This is an optimization exercise on Yosys and OpenROAD, whose aim is small area, a short achievable clock period and few clock cycles, not a production implementation.
In this exercise RTL edits were held to simulation tests only and were not proved equivalent to the original.
Power and IR drop assume default switching activity.

==> inputs of yarrow <==
==> flow/design.v (excerpt) <==
module cache_bank
#(
    parameter int WAYS      = 4,
    parameter int RRPV_BITS = 2
) (
    input  logic                  i_clk,
    input  logic                  i_nreset,
    input  logic [1:0]            i_request_type,
    input  logic [cache_bank_pkg::ADDR_WIDTH-1:0] i_addr,
    input  logic                  i_type_valid,
    output logic                  o_type_ready,
    input  logic [cache_bank_pkg::DATA_WIDTH-1:0] i_data,
    output logic [cache_bank_pkg::DATA_WIDTH-1:0] o_pe_data_o,
    output logic                  o_pe_data_o_valid,
    input  logic                  i_pe_data_o_ready,
    output logic [cache_bank_pkg::ADDR_WIDTH-1:0] o_dram_addr,
    input  logic [cache_bank_pkg::DATA_WIDTH-1:0] i_dram_data,
    input  logic                  i_dram_data_i_valid,
    output logic                  o_dram_data_i_ready,
    output logic [cache_bank_pkg::DATA_WIDTH-1:0] o_dram_data_o,
    output logic                  o_dram_data_o_valid,
    input  logic                  i_dram_data_o_ready
);
Settings: LEC_CHECK=0, CAP_MARGIN=20, CORE_MARGIN=2, CORE_UTILIZATION=55, CTS_CLUSTER_DIAMETER=100, CTS_CLUSTER_SIZE=25, SETUP_SLACK_MARGIN=5, SLEW_MARGIN=20; clock period 9.0 ns.
standard.sh (not shown) runs the stock make flow with config.mk's settings and CLKGATE_MAP_FILE= SYNTH_SCRIPT=/design/flow/synth_recipe.tcl, a recipe that flattens the netlist after the stock synthesis.
==> flow/flow/run.sh <==
#!/bin/bash
set -euo pipefail
bash standard.sh SETUP_SLACK_MARGIN=5.6 finish > standard_make.log 2>&1
==> inputs of tundra, as changes to yarrow <==
--- a/flow/design.v
+++ b/flow/design.v
@@ -50,21 +50,22 @@
         first4[2] = v[2] & ~v[1] & ~v[0];
         first4[3] = v[3] & ~v[2] & ~v[1] & ~v[0];
     endfunction
     logic [SETS-1:0][WAYS-1:0][TB-1:0] tag_mem;
     logic [SETS-1:0][WAYS-1:0][DW-1:0] data_mem;
     logic [SETS-1:0][WAYS-1:0]         valid_q;
     logic [SETS-1:0][WAYS-1:0]         dirty_q;
     logic [SETS-1:0][WAYS-1:0][RB-1:0] rrpv_q;
-    logic          m_v;
-    logic [1:0]    m_t;
-    logic [AW-1:0] m_a;
-    logic [DW-1:0] m_d;
+    logic          m_v, s_v;
+    logic [1:0]    m_t, s_t;
+    logic [AW-1:0] m_a, s_a;
+    logic [DW-1:0] m_d, s_d;
     logic [SETS-1:0] m_oh;
+    logic          m_take;
     logic          accept;
     logic          u_v;
     logic [1:0]    u_t;
     logic [AW-1:0] u_a;
     logic [DW-1:0] u_d;
     logic [WAYS-1:0]         u_hit;
     logic [WAYS-1:0]         u_vic;
     logic [DW-1:0]           u_hdat;
@@ -72,38 +73,45 @@
     logic [DW-1:0]           u_vdat;
     logic                    u_vdty;
     logic [WAYS-1:0]         u_val;
     logic [WAYS-1:0]         u_dty;
     logic [WAYS-1:0][RB-1:0] u_rr;
     logic          u_take;
     logic          u_adv;
     logic          u_stall;
-    logic rdy_q, rdy_n;
-    logic m_v_n;
+    logic rdy_q;
     assign o_type_ready = rdy_q;
     assign accept       = i_type_valid && rdy_q;
     assign u_take       = !u_v || u_adv;
-    assign m_v_n        = accept || (m_v && !u_take);
+    assign m_take       = !m_v || u_take;
     always_ff @(posedge i_clk) begin
         if (!i_nreset) begin
             m_v   <= 1'b0;
+            s_v   <= 1'b0;
             rdy_q <= 1'b1;
         end else begin
-            m_v   <= m_v_n;
-            rdy_q <= rdy_n;
+            if (m_take)
+                m_v <= s_v || accept;
+            s_v   <= s_v ? !m_take : (accept && !m_take);
+            rdy_q <= s_v ? m_take : !(accept && !m_take);
         end
     end
     always_ff @(posedge i_clk) begin
-        if (accept) begin
-            m_t <= i_request_type;
-            m_a <= i_addr;
-            m_d <= i_data;
+        if (!s_v) begin
+            s_t <= i_request_type;
+            s_a <= i_addr;
+            s_d <= i_data;
+        end
+        if (m_take) begin
+            m_t <= s_v ? s_t : i_request_type;
+            m_a <= s_v ? s_a : i_addr;
+            m_d <= s_v ? s_d : i_data;
             for (int k = 0; k < SETS; k++)
-                m_oh[k] <= i_addr[OB +: SB] == k;
+                m_oh[k] <= (s_v ? s_a[OB +: SB] : i_addr[OB +: SB]) == k;
         end
     end
     logic            land_act;
     logic [SB-1:0]   land_set;
     logic [WAYS-1:0] land_way;
     logic [DW-1:0]   land_data;
     logic [FQ-1:0][AW-1:0]   fq_addr;
     logic [FQ-1:0][WAYS-1:0] fq_way;
@@ -240,19 +248,19 @@
     logic [WAYS-1:0]         e3, e2, e1;
     logic [DW-1:0]           nl_hdat;
     logic [TB-1:0]           nl_vtag;
     logic [DW-1:0]           nl_vdat;
     logic                    nl_vdty;
     assign m_set   = m_a[OB +: SB];
     assign m_rtag  = m_a[AW-1 -: TB];
     assign same    = u_v && same_r;
-    assign m_nset  = accept ? i_addr[OB +: SB] : m_set;
+    assign m_nset  = s_v ? s_a[OB +: SB] : i_addr[OB +: SB];
     always_ff @(posedge i_clk)
-        same_r <= m_nset == (u_take ? m_set : u_set);
+        same_r <= (m_take ? m_nset : m_set) == (u_take ? m_set : u_set);
     assign tags_eq = m_rtag == u_rtag;
     logic [WAYS-1:0][TB-1:0] rd_tag;
     logic [WAYS-1:0][DW-1:0] rd_dat;
     logic [WAYS-1:0]         rd_val, rd_dty;
     logic [WAYS-1:0][RB-1:0] rd_rr;
     always_comb begin
         rd_tag = '0;
         rd_dat = '0;
@@ -453,33 +461,11 @@
             land_data <= i_dram_data;
         end
         if (go_fill)
             o_dram_addr <= fq_left_nz ? fn_addr : u_a;
         else if (go_wb)
             o_dram_addr <= w_push ? {u_vtag, u_set, {OB{1'b0}}}
                                   : {wq_tag, wq_set, {OB{1'b0}}};
     end
-    logic            u_v_n, rq_sv_n, land_act_n, wq_v_n, u_vdty_n;
-    logic [1:0]      u_t_n;
-    logic [WAYS-1:0] u_hit_n, u_pw_n, land_way_n;
-    logic            stall_n;
-    always_comb begin
-        u_v_n      = u_take ? m_v    : u_v;
-        u_t_n      = u_take ? m_t    : u_t;
-        u_hit_n    = u_take ? nl_hit : u_hit;
-        u_pw_n     = u_take ? pw_m   : pw_u;
-        u_vdty_n   = u_take ? nl_vdty : u_vdty;
-        rq_sv_n    = rq_free ? (rq_sv && rd_go) : (rq_sv || rd_go);
-        land_act_n = f_pop && fh_wen && !fh_cancel;
-        land_way_n = f_pop ? fh_way : land_way;
-        wq_v_n     = w_push || (wq_v && !w_pop);
-        case (u_t_n)
-            cache_bank_pkg::REQ_READ:  stall_n = (|(u_hit_n & u_pw_n)) || rq_sv_n;
-            cache_bank_pkg::REQ_WRITE: stall_n = land_act_n && |(land_way_n & u_hit_n);
-            cache_bank_pkg::REQ_FETCH: stall_n = !(|u_hit_n) && (fq_cnt_n[FQB] || (u_vdty_n && wq_v_n));
-            default:                   stall_n = 1'b0;
-        endcase
-        rdy_n = !m_v_n || !u_v_n || !stall_n;
-    end
     assign o_dram_data_i_ready = st_fill;
     assign o_dram_data_o_valid = st_wb;
 endmodule
==> flow/flow/run.sh (replaced) <==
#!/bin/bash
set -euo pipefail
bash standard.sh SETUP_SLACK_MARGIN=5.8 finish > standard_make.log 2>&1
==> flow/config.mk (replaced) <==
export PLATFORM = sky130hd
export DESIGN_NAME = cache_bank
export DESIGN_NICKNAME = cache_bank
export VERILOG_FILES = /design/flow/design.v
export SDC_FILE = /design/flow/constraint.sdc
export NUM_CORES = 4
export LEC_CHECK = 0
export CAP_MARGIN = 20
export CORE_MARGIN = 2
export CORE_UTILIZATION = 62
export CTS_CLUSTER_DIAMETER = 100
export CTS_CLUSTER_SIZE = 22
export SETUP_SLACK_MARGIN = 5
export SLEW_MARGIN = 20
export TNS_END_PERCENT = 5
==> inputs of quartz, as changes to yarrow <==
--- a/flow/design.v
+++ b/flow/design.v
@@ -50,21 +50,22 @@
         first4[2] = v[2] & ~v[1] & ~v[0];
         first4[3] = v[3] & ~v[2] & ~v[1] & ~v[0];
     endfunction
     logic [SETS-1:0][WAYS-1:0][TB-1:0] tag_mem;
     logic [SETS-1:0][WAYS-1:0][DW-1:0] data_mem;
     logic [SETS-1:0][WAYS-1:0]         valid_q;
     logic [SETS-1:0][WAYS-1:0]         dirty_q;
     logic [SETS-1:0][WAYS-1:0][RB-1:0] rrpv_q;
-    logic          m_v;
-    logic [1:0]    m_t;
-    logic [AW-1:0] m_a;
-    logic [DW-1:0] m_d;
+    logic          m_v, s_v;
+    logic [1:0]    m_t, s_t;
+    logic [AW-1:0] m_a, s_a;
+    logic [DW-1:0] m_d, s_d;
     logic [SETS-1:0] m_oh;
+    logic          m_take;
     logic          accept;
     logic          u_v;
     logic [1:0]    u_t;
     logic [AW-1:0] u_a;
     logic [DW-1:0] u_d;
     logic [WAYS-1:0]         u_hit;
     logic [WAYS-1:0]         u_vic;
     logic [DW-1:0]           u_hdat;
@@ -72,38 +73,45 @@
     logic [DW-1:0]           u_vdat;
     logic                    u_vdty;
     logic [WAYS-1:0]         u_val;
     logic [WAYS-1:0]         u_dty;
     logic [WAYS-1:0][RB-1:0] u_rr;
     logic          u_take;
     logic          u_adv;
     logic          u_stall;
-    logic rdy_q, rdy_n;
-    logic m_v_n;
+    logic rdy_q;
     assign o_type_ready = rdy_q;
     assign accept       = i_type_valid && rdy_q;
     assign u_take       = !u_v || u_adv;
-    assign m_v_n        = accept || (m_v && !u_take);
+    assign m_take       = !m_v || u_take;
     always_ff @(posedge i_clk) begin
         if (!i_nreset) begin
             m_v   <= 1'b0;
+            s_v   <= 1'b0;
             rdy_q <= 1'b1;
         end else begin
-            m_v   <= m_v_n;
-            rdy_q <= rdy_n;
+            if (m_take)
+                m_v <= s_v || accept;
+            s_v   <= s_v ? !m_take : (accept && !m_take);
+            rdy_q <= s_v ? m_take : !(accept && !m_take);
         end
     end
     always_ff @(posedge i_clk) begin
-        if (accept) begin
-            m_t <= i_request_type;
-            m_a <= i_addr;
-            m_d <= i_data;
+        if (!s_v) begin
+            s_t <= i_request_type;
+            s_a <= i_addr;
+            s_d <= i_data;
+        end
+        if (m_take) begin
+            m_t <= s_v ? s_t : i_request_type;
+            m_a <= s_v ? s_a : i_addr;
+            m_d <= s_v ? s_d : i_data;
             for (int k = 0; k < SETS; k++)
-                m_oh[k] <= i_addr[OB +: SB] == k;
+                m_oh[k] <= (s_v ? s_a[OB +: SB] : i_addr[OB +: SB]) == k;
         end
     end
     logic            land_act;
     logic [SB-1:0]   land_set;
     logic [WAYS-1:0] land_way;
     logic [DW-1:0]   land_data;
     logic [FQ-1:0][AW-1:0]   fq_addr;
     logic [FQ-1:0][WAYS-1:0] fq_way;
@@ -240,19 +248,19 @@
     logic [WAYS-1:0]         e3, e2, e1;
     logic [DW-1:0]           nl_hdat;
     logic [TB-1:0]           nl_vtag;
     logic [DW-1:0]           nl_vdat;
     logic                    nl_vdty;
     assign m_set   = m_a[OB +: SB];
     assign m_rtag  = m_a[AW-1 -: TB];
     assign same    = u_v && same_r;
-    assign m_nset  = accept ? i_addr[OB +: SB] : m_set;
+    assign m_nset  = s_v ? s_a[OB +: SB] : i_addr[OB +: SB];
     always_ff @(posedge i_clk)
-        same_r <= m_nset == (u_take ? m_set : u_set);
+        same_r <= (m_take ? m_nset : m_set) == (u_take ? m_set : u_set);
     assign tags_eq = m_rtag == u_rtag;
     logic [WAYS-1:0][TB-1:0] rd_tag;
     logic [WAYS-1:0][DW-1:0] rd_dat;
     logic [WAYS-1:0]         rd_val, rd_dty;
     logic [WAYS-1:0][RB-1:0] rd_rr;
     always_comb begin
         rd_tag = '0;
         rd_dat = '0;
@@ -453,33 +461,11 @@
             land_data <= i_dram_data;
         end
         if (go_fill)
             o_dram_addr <= fq_left_nz ? fn_addr : u_a;
         else if (go_wb)
             o_dram_addr <= w_push ? {u_vtag, u_set, {OB{1'b0}}}
                                   : {wq_tag, wq_set, {OB{1'b0}}};
     end
-    logic            u_v_n, rq_sv_n, land_act_n, wq_v_n, u_vdty_n;
-    logic [1:0]      u_t_n;
-    logic [WAYS-1:0] u_hit_n, u_pw_n, land_way_n;
-    logic            stall_n;
-    always_comb begin
-        u_v_n      = u_take ? m_v    : u_v;
-        u_t_n      = u_take ? m_t    : u_t;
-        u_hit_n    = u_take ? nl_hit : u_hit;
-        u_pw_n     = u_take ? pw_m   : pw_u;
-        u_vdty_n   = u_take ? nl_vdty : u_vdty;
-        rq_sv_n    = rq_free ? (rq_sv && rd_go) : (rq_sv || rd_go);
-        land_act_n = f_pop && fh_wen && !fh_cancel;
-        land_way_n = f_pop ? fh_way : land_way;
-        wq_v_n     = w_push || (wq_v && !w_pop);
-        case (u_t_n)
-            cache_bank_pkg::REQ_READ:  stall_n = (|(u_hit_n & u_pw_n)) || rq_sv_n;
-            cache_bank_pkg::REQ_WRITE: stall_n = land_act_n && |(land_way_n & u_hit_n);
-            cache_bank_pkg::REQ_FETCH: stall_n = !(|u_hit_n) && (fq_cnt_n[FQB] || (u_vdty_n && wq_v_n));
-            default:                   stall_n = 1'b0;
-        endcase
-        rdy_n = !m_v_n || !u_v_n || !stall_n;
-    end
     assign o_dram_data_i_ready = st_fill;
     assign o_dram_data_o_valid = st_wb;
 endmodule
--- a/flow/config.mk
+++ b/flow/config.mk
@@ -7,8 +7,9 @@
 export LEC_CHECK = 0
 export CAP_MARGIN = 20
 export CORE_MARGIN = 2
 export CORE_UTILIZATION = 55
 export CTS_CLUSTER_DIAMETER = 100
 export CTS_CLUSTER_SIZE = 25
 export SETUP_SLACK_MARGIN = 5
 export SLEW_MARGIN = 20
+export TNS_END_PERCENT = 5
==> summary of the runs <==
- Non-clock buffer count: quartz < tundra < yarrow.
- The lowest die area belongs to tundra, the highest to quartz.
- The lowest critical path depth belongs to tundra, the highest to quartz.
- Register-to-register slack: yarrow is lower than tundra (0.22 ns).
- Routed wire length, lowest first: quartz, tundra, yarrow.
- The highest clock power belongs to tundra, the lowest to yarrow.
- Worst setup slack, lowest first: yarrow, quartz, tundra.
Testbench counts of yarrow, summed over its fixed seeds: cycles 12,511.
Testbench counts of tundra, summed over its fixed seeds: cycles 12,511.
Testbench counts of quartz, summed over its fixed seeds: cycles 12,511.

what the ideal ports hide:
In the flow no input, the clock included, has a driving cell. The finished layouts below were timed again as built, in two steps. Step 1 (the two cells are an assumption about what drives the block):
set clk [get_ports {i_clk}]
set_driving_cell -lib_cell sky130_fd_sc_hd__clkbuf_16 $clk
set_driving_cell -lib_cell sky130_fd_sc_hd__buf_2 [delete_from_list [all_inputs] $clk]
Step 2 times the ports against the registers' clock, not the clock port: input delays grow and output delays shrink by t, the midpoint of the rising clock arrivals with the driver on. Slacks: ideal / step 1 / step 2; pairs: ideal / step 1.
| run | shift t [ns] | slack for setup (ns) | clock arrival spread, ns | slew at the worst register clock pin (ns) | worst slew at a driven data input, ns |
|---|---|---|---|---|---|
| yarrow | 0.977 | 5.124 / 5.124 / 4.600 | 0.047 / 0.046 | 0.12 / 0.12 | 0.18 |
| tundra | 0.964 | 5.344 / 5.329 / 4.781 | 0.042 / 0.043 | 0.10 / 0.10 | 0.11 |
| quartz | 0.956 | 5.257 / 5.239 / 4.505 | 0.041 / 0.042 | 0.11 / 0.11 | 0.09 |
After both steps setup and hold are still met in every run listed. For quartz, which loses most, drivers alone change the setup slack by -0.018 ns; drivers and shift together by -0.752 ns.
